This design comes from an exercise in tuning for a short achievable clock period and few clock cycles on the open sky130 flow, not from production work. Function was checked by simulation only, so behaviour that the tests miss may differ from the original. Power is estimated from default activity; no workload was simulated.

===== design.v =====
`default_nettype none
package rv_isa_pkg;
    localparam logic [6:0] OPC_OP     = 7'b0110011;   
    localparam logic [6:0] OPC_OP_IMM = 7'b0010011;   
    localparam logic [6:0] OPC_BRANCH = 7'b1100011;
    localparam logic [2:0] F3_ADD_SUB = 3'b000;
    localparam logic [2:0] F3_SLT     = 3'b010;
    localparam logic [2:0] F3_XOR     = 3'b100;
    localparam logic [2:0] F3_OR      = 3'b110;
    localparam logic [2:0] F3_AND     = 3'b111;
    localparam logic [2:0] F3_BEQ = 3'b000;
    localparam logic [2:0] F3_BNE = 3'b001;
    localparam logic [6:0] F7_SUB = 7'b0100000;
    localparam logic [31:0] NOP_INSN = 32'h0000_0013;   
    typedef struct packed {
        logic [6:0] funct7;
        logic [4:0] rs2;
        logic [4:0] rs1;
        logic [2:0] funct3;
        logic [4:0] rd;
        logic [6:0] opcode;
    } rv_r_fmt_t;
    typedef struct packed {
        logic [11:0] imm;
        logic [4:0]  rs1;
        logic [2:0]  funct3;
        logic [4:0]  rd;
        logic [6:0]  opcode;
    } rv_i_fmt_t;
    typedef struct packed {
        logic       imm12;
        logic [5:0] imm10_5;
        logic [4:0] rs2;
        logic [4:0] rs1;
        logic [2:0] funct3;
        logic [3:0] imm4_1;
        logic       imm11;
        logic [6:0] opcode;
    } rv_b_fmt_t;
    typedef union packed {
        rv_r_fmt_t r;
        rv_i_fmt_t i;
        rv_b_fmt_t b;
    } rv_insn_u;
endpackage
`default_nettype wire
`default_nettype none
package core_pkg;
    localparam int XLEN       = 32;
    localparam int REG_ADDR_W = 5;
    localparam logic [XLEN-1:0] RESET_PC = '0;
endpackage
`default_nettype wire
`default_nettype none
module fetch_stage (
    input  wire logic [12:0] pcl,       
    input  wire logic [31:0] w,         
    input  wire logic        x_addi,    
    input  wire logic [4:0]  x_rd,
    output logic             early,     
    output logic [12:0]      z1_lo,     
    output logic [1:0]       z1_d,
    output logic [12:0]      z0_lo,     
    output logic [1:0]       z0_d,
    output logic             pred,      
    output logic [12:0]      pn_lo,     
    output logic [1:0]       pn_d,
    output logic [12:0]      alt_lo,    
    output logic [1:0]       alt_d
);
    logic [6:0]  opc;
    logic [2:0]  f3;
    logic [4:0]  rs1, rs2;
    logic        is_br;
    logic [12:0] imm_b;
    assign opc = w[6:0];
    assign f3  = w[14:12];
    assign rs1 = w[19:15];
    assign rs2 = w[24:20];
    assign is_br = (opc == 7'b1100011) && (f3[2:1] == 2'b00);
    assign early = is_br && x_addi
                && (((rs1 == x_rd) && (rs2 == 5'd0)) || ((rs2 == x_rd) && (rs1 == 5'd0)));
    assign pred  = is_br && (f3[0] ^ (rs1 == rs2));
    assign imm_b = {w[31], w[7], w[30:25], w[11:8], 1'b0};
    logic [12:0] p4_lo;
    logic        p4_co;
    assign {p4_co, p4_lo} = {1'b0, pcl} + 14'd4;
    logic [12:0] tg, tt, tc, tgn, ttn;
    logic [12:0] t_lo;
    logic        t_co;
    always_comb begin
        tg = pcl & imm_b;
        tt = pcl | imm_b;
        for (int d = 1; d < 13; d = d * 2) begin
            for (int i = 0; i < 13; i++) begin
                if (i >= d) begin
                    tgn[i] = tg[i] | (tt[i] & tg[i-d]);
                    ttn[i] = tt[i] & tt[i-d];
                end else begin
                    tgn[i] = tg[i];
                    ttn[i] = tt[i];
                end
            end
            tg = tgn;
            tt = ttn;
        end
        tc   = {tg[11:0], 1'b0};
        t_lo = pcl ^ imm_b ^ tc;
        t_co = tg[12];
    end
    logic [1:0] p4_d, t_d;
    assign p4_d = {1'b0, p4_co};
    assign t_d  = {!t_co && w[31], t_co && !w[31]};
    assign pn_lo  = pred ? t_lo : p4_lo;
    assign pn_d   = pred ? t_d : p4_d;
    assign alt_lo = pred ? p4_lo : t_lo;
    assign alt_d  = pred ? p4_d : t_d;
    assign z1_lo  = f3[0] ? p4_lo : t_lo;   
    assign z1_d   = f3[0] ? p4_d : t_d;
    assign z0_lo  = f3[0] ? t_lo : p4_lo;
    assign z0_d   = f3[0] ? t_d : p4_d;
endmodule
`default_nettype wire
`default_nettype none
module execute_stage (
    input  wire logic [31:0] x_am,
    input  wire logic [31:0] x_bm,
    input  wire logic [31:0] sd_a,
    input  wire logic [31:0] sd_b,
    input  wire logic        slt_a,
    input  wire logic        slt_b,
    input  wire logic        x_and,
    input  wire logic        x_or,
    input  wire logic        x_xor,
    input  wire logic [31:0] x_negimm,   
    output logic [31:0]      sum,
    output logic [31:0]      diff,
    output logic [31:0]      logic_res,  
    output logic             slt,
    output logic             eq,         
    output logic             z           
);
    logic [31:0] op_a, op_b;
    logic [31:0] x_ab, a_ab, o_ab;     
    logic        sub_co;
    assign op_a = x_am | sd_a | {31'd0, slt_a};
    assign op_b = x_bm | sd_b | {31'd0, slt_b};
    ks_add i_add (.a(op_a), .b(op_b), .s(sum), .x(x_ab), .g(a_ab), .t(o_ab));
    ks_sub i_sub (.a(op_a), .b(op_b), .s(diff), .co(sub_co));
    assign eq = (x_ab == '0);
    eq32 i_z  (.a(op_a), .b(x_negimm), .eq(z));
    assign slt  = (op_a[31] && !op_b[31]) || (!(op_a[31] ^ op_b[31]) && !sub_co);
    assign logic_res = ({32{x_and}} & a_ab)
                     | ({32{x_or}}  & o_ab)
                     | ({32{x_xor}} & x_ab);
endmodule
`default_nettype wire
`default_nettype none
module ks_add (
    input  wire logic [31:0] a,
    input  wire logic [31:0] b,
    output logic [31:0]      s,
    output logic [31:0]      x,           
    output logic [31:0]      g,           
    output logic [31:0]      t
);
    logic [31:0] bb, gp, tp, gn, tn;
    assign bb = b;
    always_comb begin
        gp = a & bb;
        tp = a | bb;
        gp[0] = gp[0] | (tp[0] & 1'b0);
        for (int d = 1; d < 32; d = d * 2) begin
            for (int i = 0; i < 32; i++) begin
                if (i >= d) begin
                    gn[i] = gp[i] | (tp[i] & gp[i-d]);
                    tn[i] = tp[i] & tp[i-d];
                end else begin
                    gn[i] = gp[i];
                    tn[i] = tp[i];
                end
            end
            gp = gn;
            tp = tn;
        end
        s = a ^ bb ^ {gp[30:0], 1'b0};
    end
    assign x = a ^ b;
    assign g = a & b;
    assign t = a | b;
endmodule
module ks_sub (
    input  wire logic [31:0] a,
    input  wire logic [31:0] b,
    output logic [31:0]      s,
    output logic             co          
);
    logic [31:0] bb, g, t, gn, tn;
    assign bb = ~b;
    always_comb begin
        g = a & bb;
        t = a | bb;
        g[0] = g[0] | (t[0] & 1'b1);
        for (int d = 1; d < 32; d = d * 2) begin
            for (int i = 0; i < 32; i++) begin
                if (i >= d) begin
                    gn[i] = g[i] | (t[i] & g[i-d]);
                    tn[i] = t[i] & t[i-d];
                end else begin
                    gn[i] = g[i];
                    tn[i] = t[i];
                end
            end
            g = gn;
            t = tn;
        end
        s  = a ^ bb ^ {g[30:0], 1'b1};
        co = g[31];
    end
endmodule
module eq32 (
    input  wire logic [31:0] a,
    input  wire logic [31:0] b,
    output logic             eq
);
    assign eq = (a == b);
endmodule
`default_nettype wire
`default_nettype none
import core_pkg::*;
import rv_isa_pkg::*;
module rv_core (
    input  wire logic        clk,
    input  wire logic        rst,
    input  wire logic [31:0] imem_rdata,
    output logic [31:0]      imem_addr,
    output logic             retire_valid,
    output logic [31:0]      retire_pc,
    output logic [31:0]      retire_insn,
    output logic [4:0]       retire_rd,
    output logic             retire_rd_we,
    output logic [31:0]      retire_wdata
);
    logic [12:0] pcl;
    logic [18:0] pch;
    logic [1:0]  pcd;        
    logic        fix;        
    logic [18:0] fix_hi;     
    logic        x_valid;
    logic [31:0] x_pc;
    logic [31:0] x_insn;
    logic [31:0] x_am;       
    logic [31:0] x_bm;       
    logic [31:0] sd_a;       
    logic [31:0] sd_b;       
    logic        slt_a;      
    logic        slt_b;      
    logic        x_add, x_sub, x_and, x_or, x_xor, x_slt;
    logic        x_mp_eq;    
    logic        x_mp_ne;    
    logic [12:0] x_alt_lo;   
    logic [1:0]  x_alt_d;    
    logic [4:0]  x_rd;
    logic        x_we;
    logic        x_addi;     
    logic [31:0] x_negimm;   
    logic [31:0] s_sum, s_diff, s_lg;
    logic        s_slt;
    logic        s_valid;
    logic [31:0] s_pc;
    logic [31:0] s_insn;
    logic [4:0]  s_rd;
    logic        s_we;
    logic        s_add, s_sub, s_lgop, s_sltop;
    logic [31:0] s_res;
    logic        r_valid;
    logic [31:0] r_pc;
    logic [31:0] r_insn;
    logic [4:0]  r_rd;
    logic        r_we;
    logic [31:0] r_wdata;
    logic [31:0] rf [1:31];
    logic [31:0] w;
    logic [6:0]  opc;
    logic [2:0]  f3;
    logic [6:0]  f7;
    logic [4:0]  rs1, rs2, rd;
    logic        is_op, is_opi, is_br, f3_alu, f7_ok, writes, pred;
    logic        fa_next, fb_next;
    logic [31:0] imm_i;
    logic [12:0] pn_lo, alt_lo, z1_lo, z0_lo;
    logic [1:0]  pn_d, alt_d, z1_d, z0_d;
    logic [18:0] hi_base, hi_inc, hi_dec, pc_hi;
    logic        early;
    logic [31:0] a_rd, b_rd;
    logic        eq, z;
    assign imem_addr = {pch, pcl};
    assign hi_base = fix ? fix_hi : pch;
    assign hi_inc  = hi_base + 19'd1;
    assign hi_dec  = hi_base - 19'd1;
    assign pc_hi   = pcd[0] ? hi_inc : (pcd[1] ? hi_dec : hi_base);
    assign w    = imem_rdata;
    assign opc  = w[6:0];
    assign f3   = w[14:12];
    assign f7   = w[31:25];
    assign rs1  = w[19:15];
    assign rs2  = w[24:20];
    assign rd   = w[11:7];
    assign is_op  = (opc == OPC_OP);
    assign is_opi = (opc == OPC_OP_IMM);
    assign is_br  = (opc == OPC_BRANCH) && (f3[2:1] == 2'b00);
    assign f3_alu = (f3 == F3_ADD_SUB) || (f3 == F3_SLT) || (f3 == F3_XOR)
                 || (f3 == F3_OR) || (f3 == F3_AND);
    assign f7_ok  = (f7 == 7'd0) || (f7 == F7_SUB && f3 == F3_ADD_SUB);
    assign writes = f3_alu && (is_opi || (is_op && f7_ok));
    assign imm_i = {{20{w[31]}}, w[31:20]};
    assign fa_next = x_valid && x_we && (x_rd == rs1);
    assign fb_next = x_valid && x_we && (x_rd == rs2) && !is_opi;
    fetch_stage i_fetch_stage (
        .pcl    (pcl),
        .w      (w),
        .x_addi (x_addi),
        .x_rd   (x_rd),
        .early  (early),
        .z1_lo  (z1_lo),
        .z1_d   (z1_d),
        .z0_lo  (z0_lo),
        .z0_d   (z0_d),
        .pred   (pred),
        .pn_lo  (pn_lo),
        .pn_d   (pn_d),
        .alt_lo (alt_lo),
        .alt_d  (alt_d)
    );
    function automatic logic [31:0] rf_read(input logic [4:0] idx);
        if (idx == 5'd0) begin
            rf_read = '0;
        end else if (s_valid && s_we && s_rd == idx) begin
            rf_read = s_res;
        end else if (r_valid && r_we && r_rd == idx) begin
            rf_read = r_wdata;
        end else begin
            rf_read = rf[idx];
        end
    endfunction
    assign a_rd = rf_read(rs1);
    assign b_rd = rf_read(rs2);
    logic [31:0] sum, diff, logic_res;
    logic        slt;
    execute_stage i_execute_stage (
        .x_am      (x_am),
        .x_bm      (x_bm),
        .sd_a      (sd_a),
        .sd_b      (sd_b),
        .slt_a     (slt_a),
        .slt_b     (slt_b),
        .x_and     (x_and),
        .x_or      (x_or),
        .x_xor     (x_xor),
        .x_negimm  (x_negimm),
        .sum       (sum),
        .diff      (diff),
        .logic_res (logic_res),
        .slt       (slt),
        .eq        (eq),
        .z         (z)
    );
    assign s_res = ({32{s_add}}  & s_sum)
                 | ({32{s_sub}}  & s_diff)
                 | ({32{s_lgop}} & s_lg)
                 | {31'd0, s_sltop & s_slt};
    logic mispredict;
    assign mispredict = eq ? x_mp_eq : x_mp_ne;
    logic [12:0] npc_eq, npc_ne;
    logic [1:0]  npd_eq, npd_ne;
    assign npc_eq = x_mp_eq ? x_alt_lo : pn_lo;
    assign npc_ne = x_mp_ne ? x_alt_lo : pn_lo;
    assign npd_eq = x_mp_eq ? x_alt_d : pn_d;
    assign npd_ne = x_mp_ne ? x_alt_d : pn_d;
    logic go;   
    assign go = !rst && !mispredict;
    always_ff @(posedge clk) begin
        if (rst) begin
            pcl <= RESET_PC[12:0];
            pch <= RESET_PC[31:13];
            pcd <= 2'b00;
            fix <= 1'b0;
        end else begin
            pcl <= early ? (z ? z1_lo : z0_lo) : (eq ? npc_eq : npc_ne);
            pcd <= early ? (z ? z1_d : z0_d) : (eq ? npd_eq : npd_ne);
            pch <= pc_hi;
            fix <= mispredict;
        end
        fix_hi   <= x_pc[31:13];   
        x_valid  <= go;
        x_mp_eq  <= go && is_br && !early && (!f3[0] ^ pred);
        x_mp_ne  <= go && is_br && !early && (f3[0] ^ pred);
        x_pc     <= {pc_hi, pcl};
        x_insn   <= w;
        x_am     <= fa_next ? logic_res : a_rd;
        x_bm     <= is_opi ? imm_i : (fb_next ? logic_res : b_rd);
        sd_a     <= ({32{fa_next && x_add}} & sum) | ({32{fa_next && x_sub}} & diff);
        sd_b     <= ({32{fb_next && x_add}} & sum) | ({32{fb_next && x_sub}} & diff);
        slt_a    <= fa_next && x_slt && slt;
        slt_b    <= fb_next && x_slt && slt;
        x_add    <= f3 == F3_ADD_SUB && !(is_op && f7 == F7_SUB);
        x_sub    <= f3 == F3_ADD_SUB && is_op && f7 == F7_SUB;
        x_slt    <= f3 == F3_SLT;
        x_xor    <= f3 == F3_XOR;
        x_or     <= f3 == F3_OR;
        x_and    <= f3 == F3_AND;
        x_alt_lo <= alt_lo;
        x_alt_d  <= alt_d;
        x_rd     <= rd;
        x_we     <= writes && (rd != 5'd0);
        x_addi   <= go && is_opi && f3 == F3_ADD_SUB && (rd != 5'd0);
        x_negimm <= -imm_i;
        s_sum    <= sum;
        s_diff   <= diff;
        s_lg     <= logic_res;
        s_slt    <= slt;
        s_valid  <= x_valid && !rst;
        s_pc     <= x_pc;
        s_insn   <= x_insn;
        s_rd     <= x_rd;
        s_we     <= x_we;
        s_add    <= x_add;
        s_sub    <= x_sub;
        s_lgop   <= x_and || x_or || x_xor;
        s_sltop  <= x_slt;
        r_valid  <= s_valid && !rst;
        r_pc     <= s_pc;
        r_insn   <= s_insn;
        r_rd     <= s_rd;
        r_we     <= s_we;
        r_wdata  <= s_res;
        if (r_valid && r_we) begin
            rf[r_rd] <= r_wdata;
        end
    end
    assign retire_valid = r_valid;
    assign retire_pc    = r_pc;
    assign retire_insn  = r_insn;
    assign retire_rd    = r_rd;
    assign retire_rd_we = r_we;
    assign retire_wdata = r_wdata;
endmodule
`default_nettype wire

===== standard.sh =====
#!/bin/bash
# synth_recipe.tcl (not shown) runs the flow's synth.tcl, then flattens the netlist and writes it again
# the make line also repeats each setting of config.mk as NAME=value (left out here)
make -C /OpenROAD-flow-scripts/flow DESIGN_CONFIG=/design/flow/config.mk WORK_HOME=/design/flow/orfs CLKGATE_MAP_FILE= SYNTH_SCRIPT=/design/flow/synth_recipe.tcl "${@:-finish}"

===== constraint.sdc =====
create_clock -name core_clock -period 6.5 [get_ports {clk}]
set_input_delay 1.3000 -clock core_clock [delete_from_list [all_inputs] [get_ports {clk}]]
set_output_delay 1.3000 -clock core_clock [all_outputs]
set_load 0.01 [all_outputs]

===== flow/run.sh =====
#!/bin/bash
# Standard layout with two changes to synthesis: adders are left to ABC
# instead of the platform's full/half adder cells, and the slow wide OR/NOR
# cells and the 5-input AOI/OAI cells are not used.
set -euo pipefail
cat >> config.mk <<'EOF'
export DONT_USE_CELLS += sky130_fd_sc_hd__or4_1 sky130_fd_sc_hd__or4_2 sky130_fd_sc_hd__or4_4 sky130_fd_sc_hd__or4b_1 sky130_fd_sc_hd__or4b_2 sky130_fd_sc_hd__or4b_4 sky130_fd_sc_hd__or4bb_1 sky130_fd_sc_hd__or4bb_2 sky130_fd_sc_hd__or4bb_4 sky130_fd_sc_hd__nor4_1 sky130_fd_sc_hd__nor4_2 sky130_fd_sc_hd__nor4_4 sky130_fd_sc_hd__nor4b_1 sky130_fd_sc_hd__nor4b_2 sky130_fd_sc_hd__nor4b_4 sky130_fd_sc_hd__nor4bb_1 sky130_fd_sc_hd__nor4bb_2 sky130_fd_sc_hd__nor4bb_4 sky130_fd_sc_hd__a2111o_1 sky130_fd_sc_hd__a2111o_2 sky130_fd_sc_hd__a2111o_4 sky130_fd_sc_hd__a2111oi_0 sky130_fd_sc_hd__a2111oi_1 sky130_fd_sc_hd__a2111oi_2 sky130_fd_sc_hd__a2111oi_4 sky130_fd_sc_hd__o2111a_1 sky130_fd_sc_hd__o2111a_2 sky130_fd_sc_hd__o2111a_4 sky130_fd_sc_hd__o2111ai_1 sky130_fd_sc_hd__o2111ai_2 sky130_fd_sc_hd__o2111ai_4
EOF
bash standard.sh ADDER_MAP_FILE= finish > make_finish.log 2>&1

===== config.mk =====
export PLATFORM = sky130hd
export DESIGN_NAME = rv_core
export DESIGN_NICKNAME = rv_core
export VERILOG_FILES = /design/flow/design.v
export SDC_FILE = /design/flow/constraint.sdc
export NUM_CORES = 4
export LEC_CHECK = 0
export CAP_MARGIN = 20
export CORE_MARGIN = 2
export CORE_UTILIZATION = 40
export PLACE_DENSITY = 0.6
export SETUP_SLACK_MARGIN = 4.0
export SLEW_MARGIN = 20
export SYNTH_HIERARCHICAL = 1
export SYNTH_MINIMUM_KEEP_SIZE = 0
export DONT_USE_CELLS += sky130_fd_sc_hd__or4_1 sky130_fd_sc_hd__or4_2 sky130_fd_sc_hd__or4_4 sky130_fd_sc_hd__or4b_1 sky130_fd_sc_hd__or4b_2 sky130_fd_sc_hd__or4b_4 sky130_fd_sc_hd__or4bb_1 sky130_fd_sc_hd__or4bb_2 sky130_fd_sc_hd__or4bb_4 sky130_fd_sc_hd__nor4_1 sky130_fd_sc_hd__nor4_2 sky130_fd_sc_hd__nor4_4 sky130_fd_sc_hd__nor4b_1 sky130_fd_sc_hd__nor4b_2 sky130_fd_sc_hd__nor4b_4 sky130_fd_sc_hd__nor4bb_1 sky130_fd_sc_hd__nor4bb_2 sky130_fd_sc_hd__nor4bb_4 sky130_fd_sc_hd__a2111o_1 sky130_fd_sc_hd__a2111o_2 sky130_fd_sc_hd__a2111o_4 sky130_fd_sc_hd__a2111oi_0 sky130_fd_sc_hd__a2111oi_1 sky130_fd_sc_hd__a2111oi_2 sky130_fd_sc_hd__a2111oi_4 sky130_fd_sc_hd__o2111a_1 sky130_fd_sc_hd__o2111a_2 sky130_fd_sc_hd__o2111a_4 sky130_fd_sc_hd__o2111ai_1 sky130_fd_sc_hd__o2111ai_2 sky130_fd_sc_hd__o2111ai_4

==> results.cfg, run 1 <==
[run_status]
outcome = timing/DRC/antenna clean

[floorplan]
std_cell_rows = 153
ioPinCount = 169
die_h_um = 422
die_width_um = 422
dieArea_mm2 = 0.178
start_util_pct = 40.3
core_area_mm2 = 0.174

[power_and_ir_drop]
ir_drop_mv = 0.215
power.total_mw = 25.7
powerDensity_mw_per_mm2 = 279
leakage_nw = 33.0

[timing]
relSlewSlack_pct = 32.6
finalCritPeriodShare_pct = 47.6
rsz0062_at_grt = yes
tightest_slew_ns = 1.01
period_needed_ns = 3.10
hold_viol_final = 0
max_freq_mhz = 323
setup_viol = 0
slew_violations = 0
skew_ns = 0.0402
finalSetupTns_ns = 0

[finish]
fin_util_pct = 52.8
multi_input_area_mm2 = 0.0306
drive_above_1_share_pct = 42.8
seq_area_mm2 = 0.0411
fill_cells = 14100
final_area_mm2 = 0.0918
syn_to_final_growth_pct = 31.2
final_nets = 5406

[yosys]
yosysUniqueCellTypes = 109
synth_area_per_cell_um2 = 15.1
synth-async-reset-ratio_pct = 0
synth_area_leaders = edfxtp_1 43%, mux4_2 18%, dfxtp_1 16%
synthTopCellsByCount = 992 x edfxtp_1, 552 x mux4_2, 549 x dfxtp_1
seq_area_frac_synth_pct = 58.3
synth_top_area_cell = edfxtp_1
ys_seq_elements = 1541
synth_most_common_cell = edfxtp_1
ys.flop_type = edfxtp_1
syn_area_mm2 = 0.0700
syn-num-nets = 4680
synth_edf_count = 992
synthCells = 4646
ys_warn_count = 10
synth_top_area_share_pct = 42.6

[grt]
grt_pass1_vias = 47300
grt_max_degree = 65
grt_antenna_before_repair = 17
grt_overflow_total = 0
track_usage_pct = 28.4
grt_pass1_wl_mm = 360

[placement]
portBuffers = 168
gp_congestion = 0.902
dp_hpwl_mm = 134
postPlaceCellArea_mm2 = 0.0748

[clocking]
insertion_delay_ns = 0.85
cts_root_buf = clkbuf_16
cts_num_sinks = 1541
numCtsBuffers = 165
ctsLongestPathBuffers = 3
path_clk_slew_ns = 0.06
cts_tree = done
h-tree-depth = 4

[drt]
drt-initial-drc-count = 6691
wl_per_cell_um = 33.4
viasPerCell = 6.24
totalWireLength_mm = 262
first_pass_iters = 8
vias = 48900
ant_nets = 0
drc = 0

[job]
max_cap_viol_count = 0

[hold_path]
hold_class = register to register

[worst_setup_path]
cp.arrival_ns = 3.82
start_kind = register
endpoint_kind = register
crit_path_max_fanout = 3
worstSetupPathType = register to register
required_ns = 7.22
## flip-flops by register name (all words and copies together) (netlist names), 13 cells and up
register,cells
pch,19
pcl,13
r_insn,28
r_pc,32
r_wdata,32
rf,992
s_diff,32
s_insn,28
s_lg,32
s_pc,31
s_sum,32
sd_a,32
sd_b,32
x_alt_lo,13
x_am,32
x_bm,32
x_insn,27
x_negimm,30
x_pc,32
## per-layer routing
| layer | GRT usage [%] | wire length (um) | vias up |
|---|---|---|---|
| met3 | 7.24 | 28500 | 710 |
| met5 | 0 | 99 | - |
| met1 | 36.3 | 95400 | 25300 |
| met2 | 44.8 | 121000 | 3000 |
| met4 | 14.2 | 16700 | 14 |
| li1 | - | - | 19900 |
## power breakdown
part | switching [mW] | internal, mW | leakage [nW] | total, mW
sequential | 0.179 | 10.9 | 13.7 | 11.1
combinational | 2.71 | 2.30 | 16.6 | 5.01
clock | 4.08 | 5.47 | 2.66 | 9.55
total | 6.97 | 18.7 | 33.0 | 25.7
## cells by family after synthesis
group	after synthesis	synth area share [%]
buffers and inverters	402	2.70
flip-flops	1541	58.3
XOR/XNOR	246	3.09
adder cells (fa/ha/maj)	56	0.830
multiplexers	740	20.5
AO/OA/AOI/OAI	700	7.64
AND/OR/NAND/NOR	961	7.00
## critical path, stage by stage, from the launching register on
cell and delay (ns):
dfxtp_1 0.30, or2_4 0.25, and2_4 0.16, maj3_2 0.30
o21a_1 0.22, or3_4 0.43, nand3_2 0.09, nand2_2 0.06
maj3_2 0.35, buf_6 0.13, maj3_2 0.32, xor2_2 0.17
a22o_1 0.20
## worst paths after layout
| check | slack [ns] | from | cells after the start | to |
|---|---|---|---|---|
| worst min register to register | 0.32 | s_pc[8] | 0 | r_pc[8] |
| worst max register to register | 3.41 | sd_b[3] | 12 | sd_b[20] |
| worst min-delay path | 0.32 | s_pc[8] | 0 | r_pc[8] |
| worst max-delay path | 3.41 | sd_b[3] | 12 | sd_b[20] |
## through the flow
step	cells	hold slack, ns	setup WS, ns
2_1_floorplan	4646	0.310	3.29
3_3_place_gp	6970	0.310	1.79
3_5_place_dp	6971	0.312	1.76
4_1_cts	7707	0.323	3.31
5_1_grt	7837	0.328	3.33
6_report	7840	0.322	3.41
## what timing repair did
action | 4_1_cts | 5_1_grt
pin swaps | 193 | 175
buffers inserted | 343 | 110
gates resized for setup | 1538 | 267
hold buffers | 0 | 0
setup endpoints to repair | 1041 | 468
gates cloned | 90 | 16
endpoints found under the hold margin | 0 | 0
## placed cells by master, fill, tap and decap left out, types with 113 or more instances in the layout
| master | n |
|---|---|
| buf_4 | 350 |
| buf_6 | 197 |
| clkbuf_16 | 184 |
| dfxtp_1 | 432 |
| edfxtp_1 | 992 |
| mux2i_1 | 131 |
| mux4_2 | 552 |
| nand2_1 | 142 |
| nor2_1 | 258 |
| xnor2_1 | 113 |
## cell type report
cell class | count | share of cell area, %
timing repair buffer | 858 | 12.4
tap | 2325 | 3.17
inverter | 97 | 0.413
antenna | 7 | 0.0191
sequential | 1541 | 44.7
timing repair inverter | 1 | 0.00818
multi-input combinational | 2708 | 33.3
clock inverter | 85 | 0.993
clock buffer | 218 | 4.97
## per-module statistics from Yosys, one instance, submodules excluded
module,flip-flops and latches,area (um2),cells
ks_add,0,1970,284
execute_stage,0,1020,162
ks_sub,0,2290,357
fetch_stage,0,1810,255
rv_core,1541,62500,3543
eq32,0,354,45
Testbench counts, summed over its fixed seeds: cycles 24,278.
==> inputs of run 2 (changes only) <==
--- a/design.v
+++ b/design.v
@@ -125,8 +125,10 @@
 module execute_stage (
     input  wire logic [31:0] x_am,
     input  wire logic [31:0] x_bm,
-    input  wire logic [31:0] sd_a,
-    input  wire logic [31:0] sd_b,
+    input  wire logic [31:0] sum_a,
+    input  wire logic [31:0] diff_a,
+    input  wire logic [31:0] sum_b,
+    input  wire logic [31:0] diff_b,
     input  wire logic        slt_a,
     input  wire logic        slt_b,
     input  wire logic        x_and,
@@ -143,11 +145,14 @@
     logic [31:0] op_a, op_b;
     logic [31:0] x_ab, a_ab, o_ab;     
     logic        sub_co;
-    assign op_a = x_am | sd_a | {31'd0, slt_a};
-    assign op_b = x_bm | sd_b | {31'd0, slt_b};
-    ks_add i_add (.a(op_a), .b(op_b), .s(sum), .x(x_ab), .g(a_ab), .t(o_ab));
+    assign op_a = x_am | sum_a | diff_a | {31'd0, slt_a};
+    assign op_b = x_bm | sum_b | diff_b | {31'd0, slt_b};
+    assign x_ab  = op_a ^ op_b;
+    assign a_ab  = op_a & op_b;
+    assign o_ab  = op_a | op_b;
+    ks_add i_add (.a(op_a), .b(op_b), .s(sum));
     ks_sub i_sub (.a(op_a), .b(op_b), .s(diff), .co(sub_co));
-    assign eq = (x_ab == '0);
+    eq32 i_eq (.a(op_a), .b(op_b), .eq(eq));
     eq32 i_z  (.a(op_a), .b(x_negimm), .eq(z));
     assign slt  = (op_a[31] && !op_b[31]) || (!(op_a[31] ^ op_b[31]) && !sub_co);
     assign logic_res = ({32{x_and}} & a_ab)
@@ -159,35 +164,29 @@
 module ks_add (
     input  wire logic [31:0] a,
     input  wire logic [31:0] b,
-    output logic [31:0]      s,
-    output logic [31:0]      x,           
-    output logic [31:0]      g,           
-    output logic [31:0]      t
+    output logic [31:0]      s
 );
-    logic [31:0] bb, gp, tp, gn, tn;
+    logic [31:0] bb, g, t, gn, tn;
     assign bb = b;
     always_comb begin
-        gp = a & bb;
-        tp = a | bb;
-        gp[0] = gp[0] | (tp[0] & 1'b0);
+        g = a & bb;
+        t = a | bb;
+        g[0] = g[0] | (t[0] & 1'b0);
         for (int d = 1; d < 32; d = d * 2) begin
             for (int i = 0; i < 32; i++) begin
                 if (i >= d) begin
-                    gn[i] = gp[i] | (tp[i] & gp[i-d]);
-                    tn[i] = tp[i] & tp[i-d];
+                    gn[i] = g[i] | (t[i] & g[i-d]);
+                    tn[i] = t[i] & t[i-d];
                 end else begin
-                    gn[i] = gp[i];
-                    tn[i] = tp[i];
+                    gn[i] = g[i];
+                    tn[i] = t[i];
                 end
             end
-            gp = gn;
-            tp = tn;
+            g = gn;
+            t = tn;
         end
-        s = a ^ bb ^ {gp[30:0], 1'b0};
+        s = a ^ bb ^ {g[30:0], 1'b0};
     end
-    assign x = a ^ b;
-    assign g = a & b;
-    assign t = a | b;
 endmodule
 module ks_sub (
     input  wire logic [31:0] a,
@@ -251,8 +250,10 @@
     logic [31:0] x_insn;
     logic [31:0] x_am;       
     logic [31:0] x_bm;       
-    logic [31:0] sd_a;       
-    logic [31:0] sd_b;       
+    logic [31:0] sum_a;      
+    logic [31:0] diff_a;     
+    logic [31:0] sum_b;      
+    logic [31:0] diff_b;
     logic        slt_a;      
     logic        slt_b;      
     logic        x_add, x_sub, x_and, x_or, x_xor, x_slt;
@@ -350,8 +351,10 @@
     execute_stage i_execute_stage (
         .x_am      (x_am),
         .x_bm      (x_bm),
-        .sd_a      (sd_a),
-        .sd_b      (sd_b),
+        .sum_a     (sum_a),
+        .diff_a    (diff_a),
+        .sum_b     (sum_b),
+        .diff_b    (diff_b),
         .slt_a     (slt_a),
         .slt_b     (slt_b),
         .x_and     (x_and),
@@ -399,8 +402,10 @@
         x_insn   <= w;
         x_am     <= fa_next ? logic_res : a_rd;
         x_bm     <= is_opi ? imm_i : (fb_next ? logic_res : b_rd);
-        sd_a     <= ({32{fa_next && x_add}} & sum) | ({32{fa_next && x_sub}} & diff);
-        sd_b     <= ({32{fb_next && x_add}} & sum) | ({32{fb_next && x_sub}} & diff);
+        sum_a    <= {32{fa_next && x_add}} & sum;
+        diff_a   <= {32{fa_next && x_sub}} & diff;
+        sum_b    <= {32{fb_next && x_add}} & sum;
+        diff_b   <= {32{fb_next && x_sub}} & diff;
         slt_a    <= fa_next && x_slt && slt;
         slt_b    <= fb_next && x_slt && slt;
         x_add    <= f3 == F3_ADD_SUB && !(is_op && f7 == F7_SUB);
--- a/config.mk
+++ b/config.mk
@@ -9,7 +9,7 @@
 export CORE_MARGIN = 2
 export CORE_UTILIZATION = 40
 export PLACE_DENSITY = 0.6
-export SETUP_SLACK_MARGIN = 4.0
+export SETUP_SLACK_MARGIN = 4.5
 export SLEW_MARGIN = 20
 export SYNTH_HIERARCHICAL = 1
 export SYNTH_MINIMUM_KEEP_SIZE = 0
==> results.cfg, run 2 <==
[clocking]
holdBufCountCts = 0
h-tree-depth = 4
cts_num_sinks = 1605
cts_tree = done
ctsLongestPathBuffers = 3
cts_root_buf = clkbuf_16
insertion_delay_ns = 0.85
path_clk_slew_ns = 0.06
numCtsBuffers = 166

[worst_setup_path]
start_kind = register
crit_family = compound AO/OA/AOI/OAI gates
crit_path_frequent_cell = buf_4
cp.arrival_ns = 3.83
crit_path_max_fanout = 5
required_ns = 7.21
crit_chain = or3_4, a22oi_2, buf_4, a211oi_4, o41ai_4, a211oi_2, nor3_2, buf_4, o22ai_4, a221oi_4, xnor2_2, and3_1
endpoint_kind = register
cp_slowest_cell = a221oi_4
worstSetupPathType = register to register
critPathBufInv = 2
max_stage_delay_ns = 0.42

[floorplan]
die_h_um = 430
start_util_pct = 40.2
core_area_mm2 = 0.181
die_width_um = 430
std_cell_rows = 156
ioPinCount = 169
dieArea_mm2 = 0.185

[placement]
portBuffers = 168
postPlaceCellArea_mm2 = 0.0774
gp_congestion = 0.876
dp_hpwl_mm = 135

[drt]
viasPerCell = 6.43
wl_per_cell_um = 34.0
vias = 53800
ant_nets = 0
drt-initial-drc-count = 8301
totalWireLength_mm = 284
first_pass_iters = 7
drc = 0

[timing]
max_freq_mhz = 321
relSlewSlack_pct = 17.6
skew_ns = 0.0370
tightest_slew_ns = 1.24
finalSetupTns_ns = 0
hold_viol_final = 0
setup_viol = 0
period_needed_ns = 3.12
rsz0062_at_grt = yes
hold_ws_ns = 0.304
slew_violations = 0
finalCritPeriodShare_pct = 48.0

[hold_path]
hold_class = register to register

[power_and_ir_drop]
powerDensity_mw_per_mm2 = 279
leakage_nw = 34.7
ir_drop_mv = 0.244

[finish]
syn_to_final_growth_pct = 33.0
layout_commonest_cell = edfxtp_1
drive_above_1_share_pct = 41.9
final_area_mm2 = 0.0965
largest_reg_flops = 992
final_nets = 5883
fill_cells = 14100
mostFrequentLayoutCells = 992 x edfxtp_1, 503 x mux4_2, 487 x dfxtp_1
largest-register = rf
fin_util_pct = 53.5

[grt]
grt_max_degree = 54
grt_pass1_wl_mm = 391
grt_antenna_before_repair = 14
grt_overflow_total = 0
grt_pass1_vias = 51200
track_usage_pct = 29.7

[yosys]
synth_area_per_cell_um2 = 14.5
ys.flop_type = edfxtp_1
synth-async-reset-ratio_pct = 0
synth_top_area_share_pct = 41.0
ys_warn_count = 10
synthCells = 5019
synth_most_common_cell = edfxtp_1
syn_area_mm2 = 0.0726
synth_edf_count = 992
synth_top_area_cell = edfxtp_1
yosysUniqueCellTypes = 108
ys_seq_elements = 1605
synth_area_leaders = edfxtp_1 41%, dfxtp_1 17%, mux4_2 16%
syn-num-nets = 5053
synthTopCellsByCount = 992 x edfxtp_1, 613 x dfxtp_1, 503 x mux4_2
seq_area_frac_synth_pct = 58.0

[run_status]
outcome = timing/DRC/antenna clean

[job]
max_cap_viol_count = 0
## run 2: changes by cell type in the layout (fill, tap and decap cells not counted), sizes merged, moves of 41 or more
cell | before | now
or3 | 13 | 81
xor2 | 98 | 55
or2 | 96 | 20
buf | 782 | 947
xnor2 | 148 | 255
dfxtp | 549 | 613
mux4 | 552 | 503
o21ai | 54 | 97
o211ai | 22 | 63
and3 | 30 | 88
a22o | 87 | 22
nand2 | 163 | 223
## run 2: repair_timing
| item | in CTS | in global routing |
|---|---|---|
| pin swaps | 291 | 198 |
| gates cloned | 102 | 11 |
| hold endpoints to repair | 0 | 0 |
| setup endpoints to repair | 1472 | 580 |
| setup buffers | 501 | 125 |
| resized for setup | 1668 | 293 |
## run 2: layout make-up
type	count	area (um2)	share of cell area, %
diodes	7	17.5	0.0181
repair buffers	991	12700	13.1
well taps	2370	2970	3.07
multi-input cells	3011	32700	33.9
clock inverters	72	923	0.956
flip-flops and latches	1605	42400	43.9
clock buffers	236	4630	4.79
inverters	74	290	0.301
## run 2: logic make-up after synthesis
family                     Yosys count  synth area share, %
adders and majority gates           45                0.640
AOI/OAI and AO/OA                  824                 8.26
buffers and inverters              421                 2.78
DFF                               1605                 58.0
and+or+nand+nor                   1065                 7.53
muxes                              749                 19.1
xor gates and xnor gates           310                 3.76
## run 2: stage by stage
stage,setup slack (ns),instances,power [mW]
final,3.38,8366,26.9
after global routing,3.37,8362,27.6
after CTS,3.47,8223,26.5
after detailed placement,2.07,7312,15.1
after global placement,2.08,7312,15.1
after floorplan,3.42,5019,14.1
## run 2: modules after synthesis, one instance, submodules excluded
| module | area (um2) | times used | cells inside |
|---|---|---|---|
| eq32 | 354 | 2 | 45 |
| execute_stage | 1090 | 1 | 179 |
| fetch_stage | 1810 | 1 | 255 |
| ks_add | 2340 | 1 | 358 |
| ks_sub | 2290 | 1 | 357 |
| rv_core | 64300 | 1 | 3780 |
## run 2: metal layers
layer  global-route usage, %  routed length [um]  vias up
met3                    7.28               34300      860
li1                        -                   -    21400
met2                    45.9              128000     4008
met4                    15.0               18000       10
met1                    38.9              104000    27500
met5                       0                  55        -
## run 2: power by group
part / total (mW) / internal (mW) / switching, mW
combinational: 5.58 / 2.62 / 2.96
clock: 9.74 / 5.50 / 4.23
sequential: 11.6 / 11.3 / 0.238
total: 26.9 / 19.5 / 7.43
## run 2: worst paths after layout
kind             start   endpoint  slack, ns  cells past startpoint
min reg2reg  s_insn[0]  r_insn[0]       0.30                      0
min          s_insn[0]  r_insn[0]       0.30                      0
max reg2reg    x_bm[2]  sum_a[31]       3.38                     12
max            x_bm[2]  sum_a[31]       3.38                     12
Testbench counts of run 2, summed over its fixed seeds: cycles 24,278.
==> inputs of run 3 (changes only) <==
--- a/design.v
+++ b/design.v
@@ -125,12 +125,18 @@
 module execute_stage (
     input  wire logic [31:0] x_am,
     input  wire logic [31:0] x_bm,
-    input  wire logic [31:0] sum_a,
-    input  wire logic [31:0] diff_a,
-    input  wire logic [31:0] sum_b,
-    input  wire logic [31:0] diff_b,
-    input  wire logic        slt_a,
-    input  wire logic        slt_b,
+    input  wire logic [31:0] s_sum,
+    input  wire logic [31:0] s_diff,
+    input  wire logic [31:0] s_lg,
+    input  wire logic        s_slt,
+    input  wire logic        fa_add,
+    input  wire logic        fa_sub,
+    input  wire logic        fa_lg,
+    input  wire logic        fa_slt,
+    input  wire logic        fb_add,
+    input  wire logic        fb_sub,
+    input  wire logic        fb_lg,
+    input  wire logic        fb_slt,
     input  wire logic        x_and,
     input  wire logic        x_or,
     input  wire logic        x_xor,
@@ -145,8 +151,16 @@
     logic [31:0] op_a, op_b;
     logic [31:0] x_ab, a_ab, o_ab;     
     logic        sub_co;
-    assign op_a = x_am | sum_a | diff_a | {31'd0, slt_a};
-    assign op_b = x_bm | sum_b | diff_b | {31'd0, slt_b};
+    assign op_a = x_am
+                | ({32{fa_add}} & s_sum)
+                | ({32{fa_sub}} & s_diff)
+                | ({32{fa_lg}}  & s_lg)
+                | {31'd0, fa_slt & s_slt};
+    assign op_b = x_bm
+                | ({32{fb_add}} & s_sum)
+                | ({32{fb_sub}} & s_diff)
+                | ({32{fb_lg}}  & s_lg)
+                | {31'd0, fb_slt & s_slt};
     assign x_ab  = op_a ^ op_b;
     assign a_ab  = op_a & op_b;
     assign o_ab  = op_a | op_b;
@@ -250,12 +264,8 @@
     logic [31:0] x_insn;
     logic [31:0] x_am;       
     logic [31:0] x_bm;       
-    logic [31:0] sum_a;      
-    logic [31:0] diff_a;     
-    logic [31:0] sum_b;      
-    logic [31:0] diff_b;
-    logic        slt_a;      
-    logic        slt_b;      
+    logic        fa_add, fa_sub, fa_lg, fa_slt;   
+    logic        fb_add, fb_sub, fb_lg, fb_slt;   
     logic        x_add, x_sub, x_and, x_or, x_xor, x_slt;
     logic        x_mp_eq;    
     logic        x_mp_ne;    
@@ -351,12 +361,18 @@
     execute_stage i_execute_stage (
         .x_am      (x_am),
         .x_bm      (x_bm),
-        .sum_a     (sum_a),
-        .diff_a    (diff_a),
-        .sum_b     (sum_b),
-        .diff_b    (diff_b),
-        .slt_a     (slt_a),
-        .slt_b     (slt_b),
+        .s_sum     (s_sum),
+        .s_diff    (s_diff),
+        .s_lg      (s_lg),
+        .s_slt     (s_slt),
+        .fa_add    (fa_add),
+        .fa_sub    (fa_sub),
+        .fa_lg     (fa_lg),
+        .fa_slt    (fa_slt),
+        .fb_add    (fb_add),
+        .fb_sub    (fb_sub),
+        .fb_lg     (fb_lg),
+        .fb_slt    (fb_slt),
         .x_and     (x_and),
         .x_or      (x_or),
         .x_xor     (x_xor),
@@ -400,14 +416,16 @@
         x_mp_ne  <= go && is_br && !early && (f3[0] ^ pred);
         x_pc     <= {pc_hi, pcl};
         x_insn   <= w;
-        x_am     <= fa_next ? logic_res : a_rd;
-        x_bm     <= is_opi ? imm_i : (fb_next ? logic_res : b_rd);
-        sum_a    <= {32{fa_next && x_add}} & sum;
-        diff_a   <= {32{fa_next && x_sub}} & diff;
-        sum_b    <= {32{fb_next && x_add}} & sum;
-        diff_b   <= {32{fb_next && x_sub}} & diff;
-        slt_a    <= fa_next && x_slt && slt;
-        slt_b    <= fb_next && x_slt && slt;
+        x_am     <= fa_next ? '0 : a_rd;
+        x_bm     <= is_opi ? imm_i : (fb_next ? '0 : b_rd);
+        fa_add   <= fa_next && x_add;
+        fa_sub   <= fa_next && x_sub;
+        fa_lg    <= fa_next && (x_and || x_or || x_xor);
+        fa_slt   <= fa_next && x_slt;
+        fb_add   <= fb_next && x_add;
+        fb_sub   <= fb_next && x_sub;
+        fb_lg    <= fb_next && (x_and || x_or || x_xor);
+        fb_slt   <= fb_next && x_slt;
         x_add    <= f3 == F3_ADD_SUB && !(is_op && f7 == F7_SUB);
         x_sub    <= f3 == F3_ADD_SUB && is_op && f7 == F7_SUB;
         x_slt    <= f3 == F3_SLT;
--- a/config.mk
+++ b/config.mk
@@ -9,7 +9,7 @@
 export CORE_MARGIN = 2
 export CORE_UTILIZATION = 40
 export PLACE_DENSITY = 0.6
-export SETUP_SLACK_MARGIN = 4.5
+export SETUP_SLACK_MARGIN = 4.0
 export SLEW_MARGIN = 20
 export SYNTH_HIERARCHICAL = 1
 export SYNTH_MINIMUM_KEEP_SIZE = 0
==> results.cfg, run 3 <==
[grt]
grt_pass1_vias = 50400
grt_antenna_before_repair = 12
track_usage_pct = 31.0
grt_overflow_total = 0
grt_pass1_wl_mm = 384
grt_max_degree = 69

[yosys]
synth-async-reset-ratio_pct = 0
synth_edf_count = 992
synth_top_area_share_pct = 43.2
ys.flop_type = edfxtp_1
synth_area_per_cell_um2 = 13.4
synthCells = 5155
yosysUniqueCellTypes = 108
synthTopCellsByCount = 992 x edfxtp_1, 491 x dfxtp_1, 375 x mux2i_1
seq_area_frac_synth_pct = 57.4
syn-num-nets = 5189
synth_area_leaders = edfxtp_1 43%, dfxtp_1 14%, mux4_2 10%
ys_seq_elements = 1483
ys_warn_count = 10
synth_top_area_cell = edfxtp_1
syn_area_mm2 = 0.0690
synth_most_common_cell = edfxtp_1

[worst_setup_path]
endpoint_kind = register
worstSetupPathType = register to register
cp.arrival_ns = 3.82
start_kind = register
required_ns = 7.16
crit_path_max_fanout = 5

[timing]
finalCritPeriodShare_pct = 48.6
rsz0062_at_grt = yes
setup_ws_ns = 3.34
slew_violations = 0
relSlewSlack_pct = 36.4
hold_viol_final = 0
finalSetupTns_ns = 0
setup_viol = 0
max_freq_mhz = 316
hold_ws_ns = 0.324
skew_ns = 0.0600
tightest_slew_ns = 0.955
period_needed_ns = 3.16

[placement]
dp_hpwl_mm = 143
postPlaceCellArea_mm2 = 0.0739
portBuffers = 168
gp_congestion = 0.940
dp_cells = 7397
pre_cts_slack_ns = 1.63

[power_and_ir_drop]
power.total_mw = 25.2
ir_drop_mv = 0.268
leakage_nw = 32.4
powerDensity_mw_per_mm2 = 279

[drt]
ant_nets = 0
vias = 54200
wl_per_cell_um = 34.7
first_pass_iters = 7
viasPerCell = 6.47
drt-initial-drc-count = 7651
totalWireLength_mm = 291
drc = 0

[floorplan]
die_width_um = 419
core_area_mm2 = 0.172
die_h_um = 419
start_util_pct = 40.2
dieArea_mm2 = 0.176
ioPinCount = 169
std_cell_rows = 152

[finish]
final_nets = 5964
layout_commonest_cell = edfxtp_1
stdcell_count = 8382
syn_to_final_growth_pct = 30.9
drive_above_1_share_pct = 35.6
largest-register = rf
fin_util_pct = 52.6
final_area_mm2 = 0.0903
mostFrequentLayoutCells = 992 x edfxtp_1, 489 x buf_4, 379 x dfxtp_1
largest_reg_flops = 992

[clocking]
h-tree-depth = 4
numCtsBuffers = 159
cts_root_buf = clkbuf_16
insertion_delay_ns = 0.84
path_clk_slew_ns = 0.07
holdBufCountCts = 0
cts_tree = done
cts_num_sinks = 1483
ctsLongestPathBuffers = 3

[run_status]
outcome = timing/DRC/antenna clean

[hold_path]
hold_class = register to register

[job]
max_cap_viol_count = 0
[run 3: critical path, cell delays in order (launching register included)]
cell	delay, ns
dfxtp_4	0.36
buf_12	0.13
a222oi_1	0.31
nand2_2	0.17
nor2b_4	0.17
maj3_2	0.36
a211oi_4	0.26
buf_6	0.15
nor2_2	0.03
nand4_1	0.19
a21oi_4	0.13
o41ai_4	0.53
xnor2_2	0.21
[run 3: cells by family after synthesis]
group                    share of synthesized area (%)
AO/OA/AOI/OAI                                     11.3
XOR/XNOR                                          3.55
adder cells (fa/ha/maj)                          0.673
buffers and inverters                             2.78
flip-flops                                        57.4
multiplexers                                      16.3
AND/OR/NAND/NOR                                   7.95
[run 3: worst paths after layout]
kind             from         end  slack [ns]  depth (start not counted)
min          x_pc[25]    s_pc[25]        0.32                          0
min reg2reg  x_pc[25]    s_pc[25]        0.32                          0
max             fb_lg  s_diff[31]        3.34                         12
max reg2reg     fb_lg  s_diff[31]        3.34                         12
[run 3: layout make-up]
| type | count | area, um2 |
|---|---|---|
| fillers | 14000 | 81200 |
| flip-flops and latches | 1483 | 39900 |
| multi-input cells | 3261 | 30300 |
| repair buffers | 957 | 11500 |
| clock buffers | 233 | 4570 |
| well taps | 2310 | 2890 |
| clock inverters | 61 | 845 |
| inverters | 68 | 264 |
| diodes | 9 | 22.5 |
[run 3: layer usage]
metal  wire, um  share of wire, %  vias to the layer above  global-route usage, %
li1           -                 -                    21800                      -
met1     101000                35                    27100                   38.5
met2     126000                43                     4275                   46.4
met3      40100                14                     1029                   10.3
met4      24100               8.3                       12                   19.9
met5         87             0.030                        -                      0
[run 3: Yosys stat by module (local to each module, per instance)]
module	flip-flops and latches	cells	area [um2]
ks_add	0	358	2340
rv_core	1483	3747	59900
eq32	0	45	354
ks_sub	0	357	2290
fetch_stage	0	255	1810
execute_stage	0	348	1960
[run 3: power breakdown]
group	switching, mW	leakage (nW)	internal (mW)	total, mW
sequential	0.493	13.2	10.6	11.1
combinational	2.59	16.6	2.09	4.68
clock	3.96	2.62	5.47	9.43
total	7.03	32.4	18.1	25.2
[run 3: repair_timing]
item | CTS | global route
buffers inserted | 400 | 182
pin swaps | 147 | 152
gates resized for setup | 1318 | 271
cloned | 71 | 28
setup endpoints to repair | 941 | 319
Testbench counts of run 3, summed over its fixed seeds: cycles 24,278.
==> inputs of run 4 (changes only) <==
==> flow/run.sh (replaced) <==
#!/bin/bash
# Standard layout with two changes to synthesis: adders are left to ABC
# instead of the platform's full/half adder cells, and the slow wide OR/NOR
# cells and the 5-input and other slow complex AOI/OAI cells are not used.
set -euo pipefail
cat >> config.mk <<'EOF'
export DONT_USE_CELLS += sky130_fd_sc_hd__or4_1 sky130_fd_sc_hd__or4_2 sky130_fd_sc_hd__or4_4 sky130_fd_sc_hd__or4b_1 sky130_fd_sc_hd__or4b_2 sky130_fd_sc_hd__or4b_4 sky130_fd_sc_hd__or4bb_1 sky130_fd_sc_hd__or4bb_2 sky130_fd_sc_hd__or4bb_4 sky130_fd_sc_hd__nor4_1 sky130_fd_sc_hd__nor4_2 sky130_fd_sc_hd__nor4_4 sky130_fd_sc_hd__nor4b_1 sky130_fd_sc_hd__nor4b_2 sky130_fd_sc_hd__nor4b_4 sky130_fd_sc_hd__nor4bb_1 sky130_fd_sc_hd__nor4bb_2 sky130_fd_sc_hd__nor4bb_4 sky130_fd_sc_hd__a2111o_1 sky130_fd_sc_hd__a2111o_2 sky130_fd_sc_hd__a2111o_4 sky130_fd_sc_hd__a2111oi_0 sky130_fd_sc_hd__a2111oi_1 sky130_fd_sc_hd__a2111oi_2 sky130_fd_sc_hd__a2111oi_4 sky130_fd_sc_hd__o2111a_1 sky130_fd_sc_hd__o2111a_2 sky130_fd_sc_hd__o2111a_4 sky130_fd_sc_hd__o2111ai_1 sky130_fd_sc_hd__o2111ai_2 sky130_fd_sc_hd__o2111ai_4 sky130_fd_sc_hd__a222oi_1 sky130_fd_sc_hd__a311o_1 sky130_fd_sc_hd__a311o_2 sky130_fd_sc_hd__a311o_4 sky130_fd_sc_hd__a311oi_1 sky130_fd_sc_hd__a311oi_2 sky130_fd_sc_hd__a311oi_4 sky130_fd_sc_hd__a41o_1 sky130_fd_sc_hd__a41o_2 sky130_fd_sc_hd__a41o_4 sky130_fd_sc_hd__a41oi_1 sky130_fd_sc_hd__a41oi_2 sky130_fd_sc_hd__a41oi_4 sky130_fd_sc_hd__o311a_1 sky130_fd_sc_hd__o311a_2 sky130_fd_sc_hd__o311a_4 sky130_fd_sc_hd__o311ai_0 sky130_fd_sc_hd__o311ai_1 sky130_fd_sc_hd__o311ai_2 sky130_fd_sc_hd__o311ai_4 sky130_fd_sc_hd__o41a_1 sky130_fd_sc_hd__o41a_2 sky130_fd_sc_hd__o41a_4 sky130_fd_sc_hd__o41ai_1 sky130_fd_sc_hd__o41ai_2 sky130_fd_sc_hd__o41ai_4 
EOF
bash standard.sh ADDER_MAP_FILE= finish > make_finish.log 2>&1
==> config.mk (replaced) <==
export PLATFORM = sky130hd
export DESIGN_NAME = rv_core
export DESIGN_NICKNAME = rv_core
export VERILOG_FILES = /design/flow/design.v
export SDC_FILE = /design/flow/constraint.sdc
export NUM_CORES = 4
export LEC_CHECK = 0
export CAP_MARGIN = 20
export CORE_MARGIN = 2
export CORE_UTILIZATION = 40
export PLACE_DENSITY = 0.6
export SETUP_SLACK_MARGIN = 4.0
export SLEW_MARGIN = 20
export SYNTH_HIERARCHICAL = 1
export SYNTH_MINIMUM_KEEP_SIZE = 0
export DONT_USE_CELLS += sky130_fd_sc_hd__or4_1 sky130_fd_sc_hd__or4_2 sky130_fd_sc_hd__or4_4 sky130_fd_sc_hd__or4b_1 sky130_fd_sc_hd__or4b_2 sky130_fd_sc_hd__or4b_4 sky130_fd_sc_hd__or4bb_1 sky130_fd_sc_hd__or4bb_2 sky130_fd_sc_hd__or4bb_4 sky130_fd_sc_hd__nor4_1 sky130_fd_sc_hd__nor4_2 sky130_fd_sc_hd__nor4_4 sky130_fd_sc_hd__nor4b_1 sky130_fd_sc_hd__nor4b_2 sky130_fd_sc_hd__nor4b_4 sky130_fd_sc_hd__nor4bb_1 sky130_fd_sc_hd__nor4bb_2 sky130_fd_sc_hd__nor4bb_4 sky130_fd_sc_hd__a2111o_1 sky130_fd_sc_hd__a2111o_2 sky130_fd_sc_hd__a2111o_4 sky130_fd_sc_hd__a2111oi_0 sky130_fd_sc_hd__a2111oi_1 sky130_fd_sc_hd__a2111oi_2 sky130_fd_sc_hd__a2111oi_4 sky130_fd_sc_hd__o2111a_1 sky130_fd_sc_hd__o2111a_2 sky130_fd_sc_hd__o2111a_4 sky130_fd_sc_hd__o2111ai_1 sky130_fd_sc_hd__o2111ai_2 sky130_fd_sc_hd__o2111ai_4 sky130_fd_sc_hd__a222oi_1 sky130_fd_sc_hd__a311o_1 sky130_fd_sc_hd__a311o_2 sky130_fd_sc_hd__a311o_4 sky130_fd_sc_hd__a311oi_1 sky130_fd_sc_hd__a311oi_2 sky130_fd_sc_hd__a311oi_4 sky130_fd_sc_hd__a41o_1 sky130_fd_sc_hd__a41o_2 sky130_fd_sc_hd__a41o_4 sky130_fd_sc_hd__a41oi_1 sky130_fd_sc_hd__a41oi_2 sky130_fd_sc_hd__a41oi_4 sky130_fd_sc_hd__o311a_1 sky130_fd_sc_hd__o311a_2 sky130_fd_sc_hd__o311a_4 sky130_fd_sc_hd__o311ai_0 sky130_fd_sc_hd__o311ai_1 sky130_fd_sc_hd__o311ai_2 sky130_fd_sc_hd__o311ai_4 sky130_fd_sc_hd__o41a_1 sky130_fd_sc_hd__o41a_2 sky130_fd_sc_hd__o41a_4 sky130_fd_sc_hd__o41ai_1 sky130_fd_sc_hd__o41ai_2 sky130_fd_sc_hd__o41ai_4 
==> results.cfg, run 4 <==
[run_status]
outcome = timing/DRC/antenna clean

[floorplan]
die_width_um = 420
start_util_pct = 40.3
die_h_um = 420
std_cell_rows = 152
ioPinCount = 169
dieArea_mm2 = 0.177
core_area_mm2 = 0.172

[finish]
drive_above_1_share_pct = 34.4
mostFrequentLayoutCells = 992 x edfxtp_1, 450 x buf_4, 380 x dfxtp_1
layout_commonest_cell = edfxtp_1
seq_area_mm2 = 0.0399
fill_cells = 14200
multi_input_area_mm2 = 0.0305
syn_to_final_growth_pct = 28.0
largest-register = rf
final_nets = 5862
largest_reg_flops = 992

[yosys]
seq_area_frac_synth_pct = 57.1
syn-num-nets = 5181
synth_most_common_cell = edfxtp_1
synth_area_per_cell_um2 = 13.5
synthCells = 5147
syn_area_mm2 = 0.0694
synth_top_area_share_pct = 42.9
synthTopCellsByCount = 992 x edfxtp_1, 491 x dfxtp_1, 374 x mux2i_1
yosysUniqueCellTypes = 94
ys.flop_type = edfxtp_1
synth-async-reset-ratio_pct = 0
synth_area_leaders = edfxtp_1 43%, dfxtp_1 14%, mux4_2 10%
synth_top_area_cell = edfxtp_1
synth_edf_count = 992
ys_warn_count = 10
ys_seq_elements = 1483

[clocking]
cts_root_buf = clkbuf_16
h-tree-depth = 4
path_clk_slew_ns = 0.06
insertion_delay_ns = 0.85
cts_num_sinks = 1483
numCtsBuffers = 158
holdBufCountCts = 0
cts_tree = done
ctsLongestPathBuffers = 3

[worst_setup_path]
required_ns = 7.16
crit_family = compound AO/OA/AOI/OAI gates
worstSetupPathType = register to register
crit_path_max_fanout = 10
crit_chain = buf_12, buf_16, a21oi_4, nand2_4, buf_4, nor2b_1, o21ai_0, nand4b_1, a211oi_2, a221o_1, a211oi_4, xnor2_2
rrSetupSlack_ns = 3.41
start_kind = register
cp_slowest_cell = a221o_1
cp.arrival_ns = 3.75
max_stage_delay_ns = 0.44
critPathBufInv = 3
endpoint_kind = register

[drt]
ant_nets = 0
wl_per_cell_um = 34.0
drt-initial-drc-count = 8128
totalWireLength_mm = 281
viasPerCell = 6.46
vias = 53400
drc = 0
first_pass_iters = 8

[job]
max_cap_viol_count = 0

[grt]
grt_pass1_wl_mm = 379
grt_antenna_before_repair = 6
grt.met3_usage_pct = 9.37
gr-usage-met2_pct = 46.4
grt_pass1_vias = 50000
grt_overflow_total = 0
busiest_layer = met2
track_usage_pct = 30.4
grt_max_degree = 68
use_met1_pct = 38.1

[power_and_ir_drop]
p_switching_mw = 6.95
p_int_mw = 17.6
leakage_nw = 32.0
share_comb_of_total_power_pct = 18.8
p_seq_share_pct = 44.9
ir_drop_mv = 0.301
powerDensity_mw_per_mm2 = 277
p_clk_share_pct = 36.4
switching_share_pct = 28.3

[timing]
relSlewSlack_pct = 31.3
hold_viol_final = 0
slew_violations = 0
finalCritPeriodShare_pct = 47.6
setup_viol = 0
tightest_slew_ns = 1.03
max_freq_mhz = 323
hold_ws_ns = 0.311
period_needed_ns = 3.09
finalSetupTns_ns = 0
rsz0062_at_grt = yes
skew_ns = 0.0893

[placement]
portBuffers = 168
gp_congestion = 0.905
dp_hpwl_mm = 142

[hold_path]
hold_class = register to register
-- run 4: cell types whose count changed after synthesis, sizes merged, moves of 10 or more --
cell / previous run / this run
a31oi: 89 / 57
maj3: 45 / 59
a22oi: 351 / 341
nor2: 345 / 302
clkbuf: 202 / 160
nand3: 125 / 102
buf: 163 / 201
and2: 51 / 39
a21boi: 10 / 35
and3: 10 / 72
o32a: 2 / 32
a21bo: 30 / 1
nand2: 246 / 274
-- run 4: path summary, 6_finish.rpt --
check	from	to	cells past startpoint
setup / recovery	fa_add	s_diff[31]	12
hold / removal	x_pc[11]	s_pc[11]	0
setup reg to reg	fa_add	s_diff[31]	12
hold reg to reg	x_pc[11]	s_pc[11]	0
-- run 4: logic make-up (layout without fill, tap and decap cells) --
kind of cell	after synthesis	after routing	share of synthesized area, %
other cells	0	1	0
flops	1483	1483	57.1
compound gates	1058	1058	11.2
simple gates	1127	1140	8.12
xor+xnor	275	275	3.48
fa+ha+maj	59	59	0.862
buf+inv	429	1228	3.08
mux	716	717	16.1
-- run 4: Yosys stat by module, one instance, submodules excluded --
module	flops+latches	copies in the design	cells inside
execute_stage	0	1	319
ks_add	0	1	342
eq32	0	2	45
fetch_stage	0	1	255
ks_sub	0	1	371
rv_core	1483	1	3770
-- run 4: repair_timing --
action	4_1_cts	5_1_grt
cloned	63	17
gates resized for setup	1303	297
endpoints found under the setup margin	1038	418
pin swaps	132	143
buffers inserted	353	153
hold endpoints to repair	0	0
-- run 4: worst register-to-register path, delay by kind of cell, from the launching register on --
kind	cells	cell delay, ns
DFF	1	0.38
buffers and inverters	3	0.51
and+or+nand+nor	3	0.63
AOI/OAI and AO/OA	5	1.21
xor gates and xnor gates	1	0.19
-- run 4: per-stage QoR --
step	power, mW	cell area (um2)	std cells	util [%]	setup WS, ns
CTS	24.0	86000	8100	50.0	3.40
global route	25.2	88800	8271	51.6	3.39
global placement	14.2	73900	7390	43.0	1.87
detailed placement	14.2	73900	7392	43.0	1.86
finish	24.6	88800	8271	51.6	3.41
floorplan	13.1	70500	5147	-	3.59
-- run 4: layout make-up --
class	count	share of cell area [%]
Multi-Input combinational cell	3249	34.3
Inverter	68	0.297
Tap cell	2310	3.26
Antenna cell	1	0.00282
Sequential cell	1483	45.0
Clock buffer	222	5.05
Clock inverter	70	0.702
Timing Repair Buffer	868	11.4
-- run 4: per-layer routing --
layer	routed length, um	up-vias	share of wire, %
met5	59	-	0.021
met3	35900	1004	13
li1	-	21500	-
met1	100000	26800	36
met2	124000	4097	44
met4	20900	8	7.4
-- run 4: power groups by stage --
stage,clock network [mW],registers [mW],logic (mW)
2_1_floorplan,0,11.1,2.00
4_1_cts,8.99,11.0,4.07
6_report,8.94,11.0,4.62
3_5_place_dp,0,11.2,3.03
5_1_grt,9.37,11.0,4.78
3_3_place_gp,0,11.2,3.01

## what the ideal ports hide
The flow's constraints put no driver on any port. The routed layouts listed below were extracted and timed again, unchanged, in two steps. Step 1 (the two cells are an assumption about what drives the block):
set clk [get_ports {clk}]
set_driving_cell -lib_cell sky130_fd_sc_hd__clkbuf_16 $clk
set_driving_cell -lib_cell sky130_fd_sc_hd__buf_2 [delete_from_list [all_inputs] $clk]
Step 2 moves the port delays by t, midway between the first and last clock arrival at a register: inputs arrive t later, outputs are due t later. That takes back most of the time a late clock gives input paths. a / b / c = ideal / step 1 / step 2; a / b = the first two.
| run | t, ns | setup WS [ns] | hold WS [ns] | worst data-port slew with drivers (ns) |
|---|---|---|---|---|
| run 1 | 0.920 | 3.405 / 3.405 / 2.503 | 0.322 / 0.322 / 0.322 | 0.45 |
| run 2 | 0.918 | 3.381 / 3.381 / 2.556 | 0.304 / 0.304 / 0.304 | 0.64 |
| run 3 | 0.896 | 3.340 / 3.340 / 2.655 | 0.324 / 0.324 / 0.324 | 0.42 |
| run 4 | 0.903 | 3.407 / 3.407 / 2.818 | 0.311 / 0.311 / 0.311 | 0.36 |
After both steps setup and hold are still met in every run listed. For run 1, which loses most, drivers alone change the setup slack by 0.000 ns; drivers and shift together by -0.902 ns.
